What follows belongs to an exercise in optimizing a design on an open flow for small area; a production flow would make more cautious choices. In this exercise RTL edits were held to simulation tests only and were not proved equivalent to the original. No activity file was given, so power comes from the tool's default toggle rates.

==> flow/design.v (excerpt) <==
module apb_slave_mem (
    input  logic        hclk,
    input  logic        hreset,
    input  logic [2:0]  pselx,
    input  logic        penable,
    input  logic        pwrite,
    input  logic [31:0] paddr,
    input  logic [31:0] pwdata,
    output logic [31:0] prdata,
    output logic        perr,
    output logic [15:0] wr_count,
    output logic [15:0] rd_count
);
Size in the first run: about 1700 flip-flops, about 140 I/O pins.
Settings: LEC_CHECK=0, CAP_MARGIN=20, CORE_MARGIN=2, CORE_UTILIZATION=55, SLEW_MARGIN=20, SYNTH_HIERARCHICAL=1; clock period 5.0 ns.
run.sh (not shown) runs the stock make flow with config.mk's settings and CLKGATE_MAP_FILE= SYNTH_SCRIPT=/design/flow/synth_recipe.tcl, a recipe that flattens the netlist after the stock synthesis.
Rerun with:
==> flow/flow/run.sh (new file) <==
#!/bin/bash
# Own layout flow: the standard flow (standard synthesis unchanged),
# with two layout settings changed:
#  - port buffers are the smallest buffer (buf_1) instead of the default pick;
#  - the clock tree uses clkbuf_8 with larger sink clusters and no dummy
#    loads, which keeps flip-flop clock-pin slew near 100 ps.
# Each tool's full output goes to the ORFS logs under orfs/logs/; make's own
# output goes to standard.log in the work folder.
set -euo pipefail
cd "$(dirname "$0")/.."
bash standard.sh \
  "BUFFER_PORTS_ARGS=-buffer_cell sky130_fd_sc_hd__buf_1" \
  "CTS_ARGS=-sink_clustering_enable -repair_clock_nets -dont_use_dummy_load -buf_list sky130_fd_sc_hd__clkbuf_8 -sink_clustering_size 14 -sink_clustering_max_diameter 50" \
  finish > standard.log 2>&1
==> flow/standard.sh (new file) <==
#!/bin/bash
# synth_recipe.tcl (not shown) runs the flow's synth.tcl, then flattens the netlist and writes it again
# the make line also repeats each setting of config.mk as NAME=value (left out here)
make -C /OpenROAD-flow-scripts/flow DESIGN_CONFIG=/design/flow/config.mk WORK_HOME=/design/flow/orfs CLKGATE_MAP_FILE= SYNTH_SCRIPT=/design/flow/synth_recipe.tcl "${@:-finish}"
CORE_UTILIZATION = 60   (was 55)
removed: flow/run.sh
=> Routed wire length came out lower by 0.88%. Total power went down by 22%. Global-route usage rises by 2.8 points. Worst hold slack degrades by 0.24 ns. Via count barely changes. Cell count falls by 5.2%. Clock-buffer cell count drops by 93. Worst setup slack is better by 0.12 ns. Non-clock buffer count shrinks by 93. Critical path depth is lower by 2. Final area goes down by 8.5%.
Rerun with:
==> flow/run.sh (new file) <==
#!/bin/bash
# synth_recipe.tcl (not shown) runs the flow's synth.tcl, then flattens the netlist and writes it again
# the make line also repeats each setting of config.mk as NAME=value (left out here)
make -C /OpenROAD-flow-scripts/flow DESIGN_CONFIG=/design/flow/config.mk WORK_HOME=/design/flow/orfs CLKGATE_MAP_FILE= SYNTH_SCRIPT=/design/flow/synth_recipe.tcl finish
CORE_UTILIZATION = 70   (was 60)
removed: flow/flow/run.sh
removed: flow/standard.sh
What happened: The new run completed with no timing, DRC or antenna violations; die area fell by 14%; count of clock-buffer cells in the layout came out higher by 89; clock power goes up by 74%; sequential share of layout area decreases by 3.6 points; setup slack loses 0.19 ns; clock skew fell by 0.023 ns; global-route usage is higher by 8.3 points.

========
The RTL this note starts from:
==> flow/design.v <==
module apb_mem_bit (
    input  logic q,
    input  logic wen,
    input  logic hen,
    input  logic wd,
    output logic d
);
    assign d = ~((q | wen) & (wd | hen));
endmodule
module apb_mem_en (
    input  logic a,
    input  logic d,
    output logic en,
    output logic en_n
);
    assign en   = a & d;
    assign en_n = ~(a & d);
endmodule
module apb_mem_rsel (
    input  logic s,
    input  logic d,
    input  logic v,
    output logic y
);
    assign y = s & d & v;
endmodule
module apb_mem_wd_n (
    input  logic [31:0] pwdata,
    input  logic        phase,
    output logic [31:0] wd_n
);
    assign wd_n = ~(pwdata ^ {32{phase}});
endmodule
module apb_mem_wd (
    input  logic [31:0] wd_n,
    output logic [31:0] wd
);
    assign wd = ~wd_n;
endmodule
module apb_rd_aoi222 (
    input  logic [2:0] q,
    input  logic [2:0] s,
    output logic       y_n
);
    assign y_n = ~|(q & s);
endmodule
module apb_rd_nand4 (
    input  logic [3:0] a,
    output logic       y
);
    assign y = ~&a;
endmodule
module apb_rd_or4 (
    input  logic [3:0] a,
    output logic       y
);
    assign y = |a;
endmodule
module apb_mem_rdbit (
    input  logic [47:0] q,
    input  logic [47:0] rsel,
    output logic        y
);
    logic [15:0] t_n;
    logic [3:0]  u;
    for (genvar j = 0; j < 16; j++) begin : g_t
        apb_rd_aoi222 u_t (.q(q[j*3 +: 3]), .s(rsel[j*3 +: 3]), .y_n(t_n[j]));
    end
    for (genvar j = 0; j < 4; j++) begin : g_u
        apb_rd_nand4 u_u (.a(t_n[j*4 +: 4]), .y(u[j]));
    end
    apb_rd_or4 u_y (.a(u), .y(y));
endmodule
module apb_slave_mem (
    input  logic        hclk,
    input  logic        hreset,
    input  logic [2:0]  pselx,
    input  logic        penable,
    input  logic        pwrite,
    input  logic [31:0] paddr,
    input  logic [31:0] pwdata,
    output logic [31:0] prdata,
    output logic        perr,
    output logic [15:0] wr_count,
    output logic [15:0] rd_count
);
    localparam logic [1:0] ST_IDLE   = 2'd0;
    localparam logic [1:0] ST_SETUP  = 2'd1;
    localparam logic [1:0] ST_ACCESS = 2'd2;
    logic [1:0]    state_q, state_d;
    logic [1535:0] mem_q, mem_d;
    logic [47:0]   vld_q;
    logic          phase_q;
    logic [2:0]    lat_sel_q;
    logic [3:0]    lat_idx_q;
    logic          lat_wr_q;
    logic [31:0]   prdata_q;
    logic          perr_q;
    logic [15:0]   wr_count_q;
    logic [15:0]   rd_count_q;
    logic          sel, multi, lat_multi, mismatch;
    logic          err_set, latch, commit, commit_ok;
    logic [3:0]    idx;
    logic [31:0]   mux_word, rd_word;
    logic [31:0]   wd [3];
    logic [31:0]   wd_n;
    logic [47:0]   rsel, rsel_hi, wsel, wen, hen, wen_hi, hen_hi;
    logic [15:0]   rdec, wdec;
    logic [2:0]    bw;
    logic          hit;
    assign sel       = |pselx;
    assign multi     = (pselx[0] & pselx[1]) | (pselx[0] & pselx[2]) | (pselx[1] & pselx[2]);
    assign lat_multi = (lat_sel_q[0] & lat_sel_q[1]) | (lat_sel_q[0] & lat_sel_q[2]) | (lat_sel_q[1] & lat_sel_q[2]);
    assign idx       = paddr[5:2];
    assign mismatch  = (pselx != lat_sel_q) || (idx != lat_idx_q) || (pwrite != lat_wr_q);
    assign commit_ok = commit && !multi && !lat_multi;
    always_comb
        for (int w = 0; w < 16; w++) begin
            rdec[w] = idx == w[3:0];
            wdec[w] = lat_idx_q == w[3:0];
        end
    assign bw = lat_sel_q & {3{commit_ok && lat_wr_q}};
    for (genvar b = 0; b < 3; b++) begin : g_bank
        for (genvar w = 0; w < 16; w++) begin : g_sel
            apb_mem_rsel u_rs_lo (.s(pselx[b]), .d(rdec[w]), .v(vld_q[b*16+w]), .y(rsel[b*16+w]));
            apb_mem_rsel u_rs_hi (.s(pselx[b]), .d(rdec[w]), .v(vld_q[b*16+w]), .y(rsel_hi[b*16+w]));
            apb_mem_en u_en_lo (.a(bw[b]), .d(wdec[w]), .en(wen[b*16+w]), .en_n(hen[b*16+w]));
            apb_mem_en u_en_hi (.a(bw[b]), .d(wdec[w]), .en(wen_hi[b*16+w]), .en_n(hen_hi[b*16+w]));
        end
        apb_mem_wd u_wd (.wd_n(wd_n), .wd(wd[b]));
    end
    assign wsel = wen;
    apb_mem_wd_n u_wd_n (.pwdata(pwdata), .phase(phase_q), .wd_n(wd_n));
    assign hit = |rsel;
    for (genvar i = 0; i < 32; i++) begin : g_rd
        logic [47:0] col;
        for (genvar k = 0; k < 48; k++) begin : g_col
            assign col[k] = mem_q[k*32+i];
        end
        logic [47:0] rs;
        if (i < 16) begin : g_lo
            assign rs = rsel;
        end else begin : g_hi
            assign rs = rsel_hi;
        end
        apb_mem_rdbit u_rd (.q(col), .rsel(rs), .y(mux_word[i]));
    end
    assign rd_word = mux_word ^ {32{phase_q & hit}};
    for (genvar k = 0; k < 48; k++) begin : g_word
        for (genvar i = 0; i < 32; i++) begin : g_bit
            logic we, he;
            if (i < 16) begin : g_lo
                assign we = wen[k];
                assign he = hen[k];
            end else begin : g_hi
                assign we = wen_hi[k];
                assign he = hen_hi[k];
            end
            apb_mem_bit u_bit (.q(mem_q[k*32+i]), .wen(we), .hen(he),
                               .wd(wd[k/16][i]), .d(mem_d[k*32+i]));
        end
    end
    always_comb begin
        state_d = state_q;
        err_set = multi;
        latch   = 1'b0;
        commit  = 1'b0;
        case (state_q)
            ST_IDLE: begin
                if (penable) begin
                    err_set = 1'b1;
                end else if (sel) begin
                    state_d = ST_SETUP;
                    latch   = 1'b1;
                end
            end
            ST_SETUP: begin
                if (!sel) begin
                    state_d = ST_IDLE;
                    err_set = 1'b1;
                end else if (penable) begin
                    state_d = ST_ACCESS;
                    commit  = 1'b1;
                    if (mismatch) err_set = 1'b1;
                end
            end
            ST_ACCESS: begin
                if (!sel) begin
                    state_d = ST_IDLE;
                end else if (penable) begin
                    err_set = 1'b1;
                end else begin
                    state_d = ST_SETUP;
                    latch   = 1'b1;
                end
            end
            default: state_d = ST_IDLE;
        endcase
    end
    always_ff @(posedge hclk or posedge hreset) begin
        if (hreset) begin
            state_q    <= ST_IDLE;
            phase_q    <= 1'b0;
            vld_q      <= '0;
            prdata_q   <= '0;
            perr_q     <= 1'b0;
            wr_count_q <= '0;
            rd_count_q <= '0;
        end else begin
            state_q <= state_d;
            phase_q <= ~phase_q;
            vld_q   <= vld_q | wsel;
            if (latch && !pwrite && !multi) prdata_q <= rd_word;
            if (commit_ok && lat_wr_q)  wr_count_q <= wr_count_q + 16'd1;
            if (commit_ok && !lat_wr_q) rd_count_q <= rd_count_q + 16'd1;
            if (err_set) perr_q <= 1'b1;
        end
    end
    always_ff @(posedge hclk) begin
        if (latch) begin
            lat_sel_q <= pselx;
            lat_idx_q <= idx;
            lat_wr_q  <= pwrite;
        end
    end
    always_ff @(posedge hclk) mem_q <= mem_d;
    assign prdata   = prdata_q;
    assign perr     = perr_q;
    assign wr_count = wr_count_q;
    assign rd_count = rd_count_q;
endmodule
Settings: LEC_CHECK=0, CAP_MARGIN=20, CORE_MARGIN=2, CORE_UTILIZATION=60, SLEW_MARGIN=20, SYNTH_HIERARCHICAL=1; clock period 5.0 ns.
standard.sh (not shown) runs the stock make flow with config.mk's settings and CLKGATE_MAP_FILE= SYNTH_SCRIPT=/design/flow/synth_recipe.tcl, a recipe that flattens the netlist after the stock synthesis.
==> flow/flow/run.sh <==
#!/bin/bash
# Own layout flow: the standard flow (standard synthesis unchanged),
# with two layout settings changed:
#  - port buffers are the smallest buffer (buf_1) instead of the default pick;
#  - the clock tree uses clkbuf_8 with larger sink clusters and no dummy
#    loads, which keeps flip-flop clock-pin slew under about 120 ps.
# Each tool's full output goes to the ORFS logs under orfs/logs/; make's own
# output goes to standard.log in the work folder.
set -euo pipefail
cd "$(dirname "$0")/.."
bash standard.sh \
  "BUFFER_PORTS_ARGS=-buffer_cell sky130_fd_sc_hd__buf_1" \
  "CTS_ARGS=-sink_clustering_enable -repair_clock_nets -dont_use_dummy_load -buf_list sky130_fd_sc_hd__clkbuf_8 -sink_clustering_size 16 -sink_clustering_max_diameter 60" \
  finish > standard.log 2>&1
The first run went through all stages and came out clean.
Next try:
==> flow/flow/run.sh (replaced) <==
#!/bin/bash
# Own layout flow: the standard flow (standard synthesis unchanged),
# with two layout settings changed:
#  - port buffers are the smallest buffer (buf_1) instead of the default pick;
#  - the clock tree uses clkbuf_8 with larger sink clusters and no dummy
#    loads, which keeps flip-flop clock-pin slew near 100 ps.
# Each tool's full output goes to the ORFS logs under orfs/logs/; make's own
# output goes to standard.log in the work folder.
set -euo pipefail
cd "$(dirname "$0")/.."
bash standard.sh \
  "BUFFER_PORTS_ARGS=-buffer_cell sky130_fd_sc_hd__buf_1" \
  "CTS_ARGS=-sink_clustering_enable -repair_clock_nets -dont_use_dummy_load -buf_list sky130_fd_sc_hd__clkbuf_8 -sink_clustering_size 14 -sink_clustering_max_diameter 50" \
  finish > standard.log 2>&1
Result: Clock skew drops by 0.0036 ns. Die area stays the same. Cell area increases by about 0.7%. Total power is higher by 3.1%. Utilization rises by 0.47 points. Via count barely changes.

========
apb_slave_mem, a different RTL version from the one above (not shown whole).
Size in the first run: roughly 60000 um2 of cells after synthesis.
make LEC_CHECK=0 CAP_MARGIN=20 CORE_MARGIN=2 CORE_UTILIZATION=70 SLEW_MARGIN=20 finish   # period 5.0 ns
run.sh (not shown) runs the stock make flow with config.mk's settings and CLKGATE_MAP_FILE= SYNTH_SCRIPT=/design/flow/synth_recipe.tcl, a recipe that flattens the netlist after the stock synthesis.
Stock flow here: none of the scripts above is used.
==> next run, changes <==
CTS_BUF_LIST = sky130_fd_sc_hd__clkbuf_8   (was not set)
CTS_CLUSTER_SIZE = 30   (was not set)
GPL_TIMING_DRIVEN = 0   (was not set)
This time the run produced a layout that fails on setup timing.
Total power falls by 3.9%.
Setup slack gets worse by 1.1 ns.
Core utilization rises by 0.82 points.
Non-clock buffer count rises by 65.
Hold slack gets worse by 0.16 ns.
Routed wire length rises by 14%.
First-iteration DRC count rises by 25%.
Cell count rises by 5.1%.
Clock-buffer cell count rises by 60.
Synthesized cell count does not change.

========
run a:
apb_slave_mem, a different RTL version from the one above (not shown whole).
For scale: roughly 4700 cells after synthesis, ~140 I/O pins, roughly 53000 µm² of cells after synthesis.
clock: 5.0 ns
lec_check: 0
cap_margin: 20
core_margin: 2
core_utilization: 60
slew_margin: 20
synth_hierarchical: 1
standard.sh (not shown) runs the stock make flow with config.mk's settings and CLKGATE_MAP_FILE= SYNTH_SCRIPT=/design/flow/synth_recipe.tcl, a recipe that flattens the netlist after the stock synthesis.
==> flow/flow/run.sh <==
#!/bin/bash
# Own layout flow: the standard flow (standard synthesis unchanged),
# with two layout settings changed:
#  - port buffers are the smallest buffer (buf_1) instead of the default pick;
#  - the clock tree uses clkbuf_8 with larger sink clusters and no dummy
#    loads, which keeps flip-flop clock-pin slew near 100 ps.
# Each tool's full output goes to the ORFS logs under orfs/logs/; make's own
# output goes to standard.log in the work folder.
set -euo pipefail
cd "$(dirname "$0")/.."
bash standard.sh \
  "BUFFER_PORTS_ARGS=-buffer_cell sky130_fd_sc_hd__buf_1" \
  "CTS_ARGS=-sink_clustering_enable -repair_clock_nets -dont_use_dummy_load -buf_list sky130_fd_sc_hd__clkbuf_8 -sink_clustering_size 14 -sink_clustering_max_diameter 50" \
  finish > standard.log 2>&1
--- input diff run a..run b ---
diff --git a/flow/flow/run.sh b/flow/flow/run.sh
--- a/flow/flow/run.sh
+++ b/flow/flow/run.sh
@@ -6 +6 @@
-#    loads, which keeps flip-flop clock-pin slew near 100 ps.
+#    loads, which keeps flip-flop clock-pin slew under about 120 ps.
@@ -13 +13 @@
-  "CTS_ARGS=-sink_clustering_enable -repair_clock_nets -dont_use_dummy_load -buf_list sky130_fd_sc_hd__clkbuf_8 -sink_clustering_size 14 -sink_clustering_max_diameter 50" \
+  "CTS_ARGS=-sink_clustering_enable -repair_clock_nets -dont_use_dummy_load -buf_list sky130_fd_sc_hd__clkbuf_8 -sink_clustering_size 16 -sink_clustering_max_diameter 60" \
==> comparison <==
- Every stage of the flow completed for run b, and the final layout passed the timing, DRC and antenna checks.
- Final critical path time including I/O delays and setup: run b worse than run a
- A first element of the critical path of paddr[5] is what run a shows, while paddr[4] belongs to run b.
- | area after synthesis | run b vs run a | ≈ equal |
- In run b, global routing usage summed across all routing layers is lower than in run a.

========
Another version of the RTL of apb_slave_mem (not shown whole).
Size in the first run: ~4700 cells after synthesis, ~1700 flip-flops, ~140 I/O pins, ~53000 um2 of cells after synthesis.
// apb_slave_mem
module apb_slave_mem (
    input  logic        hclk,
    input  logic        hreset,
    input  logic [2:0]  pselx,
    input  logic        penable,
    input  logic        pwrite,
    input  logic [31:0] paddr,
    input  logic [31:0] pwdata,
    output logic [31:0] prdata,
    output logic        perr,
    output logic [15:0] wr_count,
    output logic [15:0] rd_count
);
==> flow/config.mk <==
export PLATFORM = sky130hd
export DESIGN_NAME = apb_slave_mem
export DESIGN_NICKNAME = apb_slave_mem
export VERILOG_FILES = /design/flow/design.v
export SDC_FILE = /design/flow/constraint.sdc
export NUM_CORES = 4
export LEC_CHECK = 0
export CAP_MARGIN = 20
export CORE_MARGIN = 2
export CORE_UTILIZATION = 80
export SLEW_MARGIN = 20
export SYNTH_HIERARCHICAL = 1
==> flow/constraint.sdc <==
create_clock -name core_clock -period 5.0 [get_ports {hclk}]
set_input_delay 1.0000 -clock core_clock [delete_from_list [all_inputs] [get_ports {hclk}]]
set_output_delay 1.0000 -clock core_clock [all_outputs]
set_load 0.01 [all_outputs]
==> flow/flow/run.sh <==
#!/bin/bash
# Own layout flow: the standard flow (standard synthesis unchanged),
# with two layout settings changed:
#  - port buffers are the smallest buffer (buf_1) instead of the default pick;
#  - the clock tree uses clkbuf_8 with larger sink clusters and no dummy
#    loads, which keeps flip-flop clock-pin slew under about 120 ps.
# Each tool's full output goes to the ORFS logs under orfs/logs/; make's own
# output goes to standard.log in the work folder.
set -euo pipefail
cd "$(dirname "$0")/.."
bash standard.sh \
  "BUFFER_PORTS_ARGS=-buffer_cell sky130_fd_sc_hd__buf_1" \
  "CTS_ARGS=-sink_clustering_enable -repair_clock_nets -dont_use_dummy_load -buf_list sky130_fd_sc_hd__clkbuf_8 -sink_clustering_size 16 -sink_clustering_max_diameter 60" \
  finish > standard.log 2>&1
Rerun with:
Settings changed: CORE_UTILIZATION 80 to 60.
What happened: Global-route usage drops by 9.7 points. Routed wire length climbs by 1.9%. Via count drops by 4.9%. Sequential power stays flat.

## re-timing with driven ports
In the flow no input, the clock included, has a driving cell. The finished layouts below were timed again as built, in two steps.
Step 1 sets driving cells, clkbuf_16 on the clock port and buf_2 on the other inputs (assumed; they add their load-dependent delay and slew).
Step 2 times the ports against the registers' clock, not the clock port: input delays grow and output delays shrink by t, the midpoint of the rising clock arrivals with the driver on.
a / b / c = ideal / step 1 / step 2; a / b = the first two.
run	t (ns)	slack for setup (ns)	worst setup path at the end	clock arrival spread, ns	worst register clock-pin slew, ns
the first run of note 1	0.841	0.644 / 0.502 / -0.339	input to register	0.027 / 0.028	0.07 / 0.07
the second run of note 1	0.896	0.767 / 0.726 / -0.170	input to register	0.056 / 0.056	0.10 / 0.10
the third run of note 1	0.845	0.574 / 0.491 / -0.355	input to register	0.032 / 0.031	0.07 / 0.07
the first run of note 2	0.875	1.128 / 1.115 / 0.241	input to register	0.080 / 0.079	0.11 / 0.11
the second run of note 2	0.901	1.164 / 1.149 / 0.248	input to register	0.067 / 0.068	0.09 / 0.09
the first run of note 3	0.826	0.854 / 0.888 / 0.063	input to register	0.034 / 0.035	0.07 / 0.07
the second run of note 3	1.028	-0.281 / -0.246 / -1.274	input to register	0.076 / 0.075	0.08 / 0.08
run a	0.900	1.233 / 1.235 / 0.335	input to register	0.044 / 0.044	0.09 / 0.09
run b	0.866	1.222 / 1.225 / 0.359	input to register	0.054 / 0.054	0.10 / 0.10
the first run of note 5	0.827	0.860 / 0.834 / 0.007	input to register	0.047 / 0.046	0.11 / 0.11
the second run of note 5	0.879	1.251 / 1.219 / 0.340	input to register	0.059 / 0.059	0.11 / 0.11
Met with ideal ports but missed after step 2: setup timing in the first run of note 1, the second run of note 1 and the third run of note 1. The setup slack of the second run of note 3, which loses most, moves by +0.035 ns with the drivers and by -0.993 ns with both steps.
